This is an optimization exercise on Yosys and OpenROAD, whose aim is small area and a short achievable clock period, not a production implementation.
Where RTL was checked, it was by simulation tests only, not by an equivalence proof against the original.
Power is estimated from default activity; no workload was simulated.

Design adder_tree_25, start of the top module:
module adder_tree_25 (
    input  logic         clk,
    input  logic         rst,
    input  logic         in_valid,
    input  logic [399:0] in_data,
    output logic         res_valid,
    output logic [15:0]  res
);
==> flow/config.mk <==
export PLATFORM = sky130hd
export DESIGN_NAME = adder_tree_25
export DESIGN_NICKNAME = adder_tree_25
export VERILOG_FILES = /design/flow/design.v
export SDC_FILE = /design/flow/constraint.sdc
export NUM_CORES = 4
export LEC_CHECK = 0
export CAP_MARGIN = 20
export CORE_MARGIN = 2
export CORE_UTILIZATION = 40
export SETUP_SLACK_MARGIN = 0.8
export SLEW_MARGIN = 20
==> flow/constraint.sdc <==
create_clock -name core_clock -period 3.0 [get_ports {clk}]
set_input_delay 0.6000 -clock core_clock [delete_from_list [all_inputs] [get_ports {clk}]]
set_output_delay 0.6000 -clock core_clock [all_outputs]
set_load 0.01 [all_outputs]
standard.sh (not shown) runs the stock make flow with config.mk's settings and CLKGATE_MAP_FILE= SYNTH_SCRIPT=/design/flow/synth_recipe.tcl, a recipe that flattens the netlist after the stock synthesis.
==> flow/flow/run.sh <==
#!/bin/bash
# Own layout flow: the standard flow (standard.sh) with two changes.
#  1. After the standard synthesis, fapol.py re-chooses the polarity of the
#     full-adder cells so that the inverters extract_fa leaves around them go;
#     a Yosys equivalence proof against the standard netlist must pass, else
#     the standard netlist is kept.
#  2. Port buffers are sky130_fd_sc_hd__buf_1 (every port still gets one).
# Each tool writes its full output to a log file of its own in this folder.
set -uo pipefail
export BUFFER_PORTS_ARGS="-buffer_cell sky130_fd_sc_hd__buf_1"
HERE=$(pwd)
bash standard.sh synth > synth.log 2>&1 || exit 1
NET=$HERE/orfs/results/sky130hd/adder_tree_25/base/1_2_yosys.v
cp "$NET" "$HERE/netlist_standard.v"
if python3 "$HERE/flow/fapol.py" "$HERE/netlist_standard.v" "$HERE/netlist_fapol.v" > fapol.log 2>&1; then
  cat > equiv.ys <<EOT
read_liberty -ignore_miss_func $FLOW_HOME/platforms/sky130hd/lib/sky130_fd_sc_hd__tt_025C_1v80.lib
read_verilog $HERE/netlist_standard.v
rename $FLOW_TOP gold
read_verilog $HERE/netlist_fapol.v
rename $FLOW_TOP gate
setattr -mod -unset top gold gate
flatten gold gate
rename -hide gold/w:_* gate/w:_*
equiv_make gold gate eq
hierarchy -top eq
equiv_simple -seq 0
equiv_induct
equiv_status -assert
EOT
  if yosys -s equiv.ys > equiv.log 2>&1; then
    cp "$HERE/netlist_fapol.v" "$NET"
    touch "$NET"
    echo "fapol netlist used" >> fapol.log
  else
    echo "equivalence failed: standard netlist kept" >> fapol.log
  fi
fi
bash standard.sh finish > finish.log 2>&1
Other scripts of this flow, unchanged in this note and not shown: flow/flow/fapol.py
==> next run, changes <==
--- a/flow/design.v
+++ b/flow/design.v
@@ -834,20 +834,22 @@
     wire s689;
     wire c690;
     wire s691;
     wire c692;
     wire s693;
     wire c694;
     wire s695;
     wire c696;
     wire s697;
     logic [15:0] row_a, row_b;
+    logic [8:0] lo_sum, lo_q;
+    logic [7:0] hi_a_q, hi_b_q;
     logic [15:0] sum;
     assign s1 = in_data[0] ^ in_data[16] ^ in_data[32];
     assign c2 = (in_data[0] & in_data[16]) | (in_data[0] & in_data[32]) | (in_data[16] & in_data[32]);
     assign s3 = in_data[48] ^ in_data[64] ^ in_data[80];
     assign c4 = (in_data[48] & in_data[64]) | (in_data[48] & in_data[80]) | (in_data[64] & in_data[80]);
     assign s5 = in_data[96] ^ in_data[112] ^ in_data[128];
     assign c6 = (in_data[96] & in_data[112]) | (in_data[96] & in_data[128]) | (in_data[112] & in_data[128]);
     assign s7 = in_data[144] ^ in_data[160] ^ in_data[176];
     assign c8 = (in_data[144] & in_data[160]) | (in_data[144] & in_data[176]) | (in_data[160] & in_data[176]);
     assign s9 = in_data[192] ^ in_data[208] ^ in_data[224];
@@ -1512,21 +1514,22 @@
     assign c690 = (p2_c11_0 & p2_c11_1) | (p2_c11_0 & p2_c11_2) | (p2_c11_1 & p2_c11_2);
     assign s691 = p2_c12_0 ^ p2_c12_1 ^ p2_c12_2;
     assign c692 = (p2_c12_0 & p2_c12_1) | (p2_c12_0 & p2_c12_2) | (p2_c12_1 & p2_c12_2);
     assign s693 = p2_c13_0 ^ p2_c13_1 ^ p2_c13_2;
     assign c694 = (p2_c13_0 & p2_c13_1) | (p2_c13_0 & p2_c13_2) | (p2_c13_1 & p2_c13_2);
     assign s695 = p2_c14_0 ^ p2_c14_1 ^ p2_c14_2;
     assign c696 = (p2_c14_0 & p2_c14_1) | (p2_c14_0 & p2_c14_2) | (p2_c14_1 & p2_c14_2);
     assign s697 = p2_c15_0 ^ p2_c15_1 ^ p2_c15_2;
     assign row_a = {c696, c694, c692, c690, c688, c686, c684, c682, c680, c678, c676, s675, p2_c3_0, p2_c2_0, p2_c1_0, p2_c0_0};
     assign row_b = {s697, s695, s693, s691, s689, s687, s685, s683, s681, s679, s677, 1'b0, p2_c3_1, 1'b0, 1'b0, 1'b0};
-    assign sum = row_a + row_b;
+    assign lo_sum = {1'b0, row_a[7:0]} + {1'b0, row_b[7:0]};
+    assign sum = {hi_a_q + hi_b_q + {7'd0, lo_q[8]}, lo_q[7:0]};
     always_ff @(posedge clk) begin
         p1_c0_0 <= s413;
         p1_c1_0 <= s271;
         p1_c1_1 <= c414;
         p1_c1_2 <= s415;
         p1_c1_3 <= s417;
         p1_c1_4 <= s419;
         p1_c2_0 <= c416;
         p1_c2_1 <= c418;
         p1_c2_2 <= c420;
@@ -1672,31 +1675,34 @@
         p2_c12_2 <= s667;
         p2_c13_0 <= s637;
         p2_c13_1 <= c668;
         p2_c13_2 <= s669;
         p2_c14_0 <= s641;
         p2_c14_1 <= c670;
         p2_c14_2 <= s671;
         p2_c15_0 <= s645;
         p2_c15_1 <= c672;
         p2_c15_2 <= s673;
+        lo_q <= lo_sum;
+        hi_a_q <= row_a[15:8];
+        hi_b_q <= row_b[15:8];
     end
-    logic [1:0] vpipe;
+    logic [2:0] vpipe;
     always_ff @(posedge clk) begin
         if (!rst) begin
             vpipe <= '0;
         end else begin
-            vpipe <= {vpipe[0:0], in_valid};
+            vpipe <= {vpipe[1:0], in_valid};
         end
     end
     always_ff @(posedge clk) begin
         if (!rst) begin
             res_valid <= 1'b0;
             res       <= '0;
         end else begin
-            res_valid <= vpipe[1];
-            if (vpipe[1]) begin
+            res_valid <= vpipe[2];
+            if (vpipe[2]) begin
                 res <= sum;
             end
         end
     end
 endmodule
What happened: Clock power rises by 19%. Routed wire length fell by 2.6%. Die area came out higher by 3.7%. Sequential cell count is higher by 26. Non-clock buffer count falls by 4. Total power decreases by 11%. Utilization went down by 0.44 points. Global-route usage shrinks by 1.0 points. Setup slack gains 0.30 ns. Final cell count climbs by 1.3%. Clock skew grows by 0.0066 ns. Clock-buffer cell count grows by 14.
Function was not checked in any run of this note: the RTL went through the layout flow alone.

========
adder_tree_25, a different RTL version from the one above (not shown whole).
Size in the first run: ~420 I/O pins, about 12000 um2 of cells after synthesis.
## adder_tree_25
module adder_tree_25 (
    input  logic         clk,
    input  logic         rst,
    input  logic         in_valid,
    input  logic [399:0] in_data,
    output logic         res_valid,
    output logic [15:0]  res
);
    wire s1;
    wire c2;
    wire s3;
    wire c4;
    wire s5;
    wire c6;
    wire s7;
    wire c8;
    wire s9;
    wire c10;
    wire s11;
    wire c12;
    wire s13;
    wire c14;
    wire s15;
    wire c16;
    wire s17;
    wire c18;
    wire s19;
    wire c20;
    wire s21;
    wire c22;
    wire s23;
    wire c24;
    wire s25;
    wire c26;
    wire s27;
    wire c28;
    wire s29;
    wire c30;
    wire s31;
    wire c32;
    wire s33;
    wire c34;
    wire s35;
    wire c36;
    wire s37;
    wire c38;
    wire s39;
    wire c40;
    wire s41;
    wire c42;
    wire s43;
    wire c44;
    wire s45;
    wire c46;
    wire s47;
    wire c48;
    wire s49;
    wire c50;
    wire s51;
    wire c52;
    wire s53;
    wire c54;
    wire s55;
    wire c56;
    wire s57;
    wire c58;
    wire s59;
    wire c60;
    wire s61;
    wire c62;
    wire s63;
    wire c64;
    wire s65;
    wire c66;
    wire s67;
    wire c68;
    wire s69;
    wire c70;
    wire s71;
    wire c72;
    wire s73;
    wire c74;
    wire s75;
    wire c76;
    wire s77;
    wire c78;
    wire s79;
    wire c80;
    wire s81;
    wire c82;
    wire s83;
  ...
clock: 3.0 ns
lec_check: 0
cap_margin: 20
core_margin: 2
core_utilization: 40
cts_buf_list: sky130_fd_sc_hd__clkbuf_8
cts_cluster_diameter: 50
cts_cluster_size: 14
setup_slack_margin: 1.1
slew_margin: 20
Scripts as last shown in full above: flow/flow/run.sh
Other scripts of this flow, unchanged in this note and not shown: flow/flow/fapol.py
Change:
--- a/flow/design.v
+++ b/flow/design.v
@@ -838,14 +838,14 @@
     wire s693;
     wire c694;
     wire s695;
     wire c696;
     wire s697;
     logic [15:0] row_a, row_b;
-    logic [9:0] lo_sum, lo_q;
-    logic [6:0] hi_sum, hi_q;
+    logic [10:0] lo_sum, lo_q;
+    logic [5:0] hi_a_q, hi_b_q;
     logic [15:0] sum;
     assign s1 = in_data[0] ^ in_data[16] ^ in_data[32];
     assign c2 = (in_data[0] & in_data[16]) | (in_data[0] & in_data[32]) | (in_data[16] & in_data[32]);
     assign s3 = in_data[48] ^ in_data[64] ^ in_data[80];
     assign c4 = (in_data[48] & in_data[64]) | (in_data[48] & in_data[80]) | (in_data[64] & in_data[80]);
     assign s5 = in_data[96] ^ in_data[112] ^ in_data[128];
@@ -1518,15 +1518,14 @@
     assign c694 = (p2_c13_0 & p2_c13_1) | (p2_c13_0 & p2_c13_2) | (p2_c13_1 & p2_c13_2);
     assign s695 = p2_c14_0 ^ p2_c14_1 ^ p2_c14_2;
     assign c696 = (p2_c14_0 & p2_c14_1) | (p2_c14_0 & p2_c14_2) | (p2_c14_1 & p2_c14_2);
     assign s697 = p2_c15_0 ^ p2_c15_1 ^ p2_c15_2;
     assign row_a = {c696, c694, c692, c690, c688, c686, c684, c682, c680, c678, c676, s675, p2_c3_0, p2_c2_0, p2_c1_0, p2_c0_0};
     assign row_b = {s697, s695, s693, s691, s689, s687, s685, s683, s681, s679, s677, 1'b0, p2_c3_1, 1'b0, 1'b0, 1'b0};
-    assign lo_sum = {1'b0, row_a[8:0]} + {1'b0, row_b[8:0]};
-    assign hi_sum = row_a[15:9] + row_b[15:9];
-    assign sum = {hi_q + {6'd0, lo_q[9]}, lo_q[8:0]};
+    assign lo_sum = {1'b0, row_a[9:0]} + {1'b0, row_b[9:0]};
+    assign sum = {hi_a_q + hi_b_q + {5'd0, lo_q[10]}, lo_q[9:0]};
     always_ff @(posedge clk) begin
         p1_c0_0 <= s413;
         p1_c1_0 <= s271;
         p1_c1_1 <= c414;
         p1_c1_2 <= s415;
         p1_c1_3 <= s417;
@@ -1681,13 +1680,14 @@
         p2_c14_1 <= c670;
         p2_c14_2 <= s671;
         p2_c15_0 <= s645;
         p2_c15_1 <= c672;
         p2_c15_2 <= s673;
         lo_q <= lo_sum;
-        hi_q <= hi_sum;
+        hi_a_q <= row_a[15:10];
+        hi_b_q <= row_b[15:10];
     end
     logic [2:0] vpipe;
     always_ff @(posedge clk) begin
         if (!rst) begin
             vpipe <= '0;
         end else begin
After rerunning: The new run finished with timing, DRC and antenna clean; synthesized cell count stays the same; hold slack gets worse by 0.050 ns; count of clock-buffer cells in the layout rises by 8; routed wire length falls by 1.9%; cell area rises by about 0.66%; core utilization rises by 0.19 points; power falls by about 2.4%; global-route usage falls by 0.40 points.
The RTL of the first run of this note was laid out without a check of its function.

[re-timing with driven ports]
In the flow no input, the clock included, has a driving cell. The finished layouts below were timed again as built, in two steps. Step 1 sets driving cells, clkbuf_16 on the clock port and buf_2 on the other inputs (assumed; they add their load-dependent delay and slew). Step 2 also shifts input and output timing later by t, the mid clock arrival at the registers, as if the neighbouring blocks saw the same clock. Three values: ideal, step 1, step 2; two values: the first two.
run | t (ns) | slack for setup (ns) | worst setup path at the end
the first run of note 1 | 0.472 | 0.652 / 0.652 / 0.584 | input to register
the second run of note 1 | 0.542 | 0.947 / 0.947 / 0.622 | input to register
the first run of note 2 | 0.489 | 0.896 / 0.896 / 0.590 | input to register
the second run of note 2 | 0.552 | 1.097 / 1.097 / 0.607 | input to register
After both steps setup and hold are still met in every run listed. For the second run of note 2, which loses most, drivers alone change the setup slack by 0.000 ns; drivers and shift together by -0.490 ns.
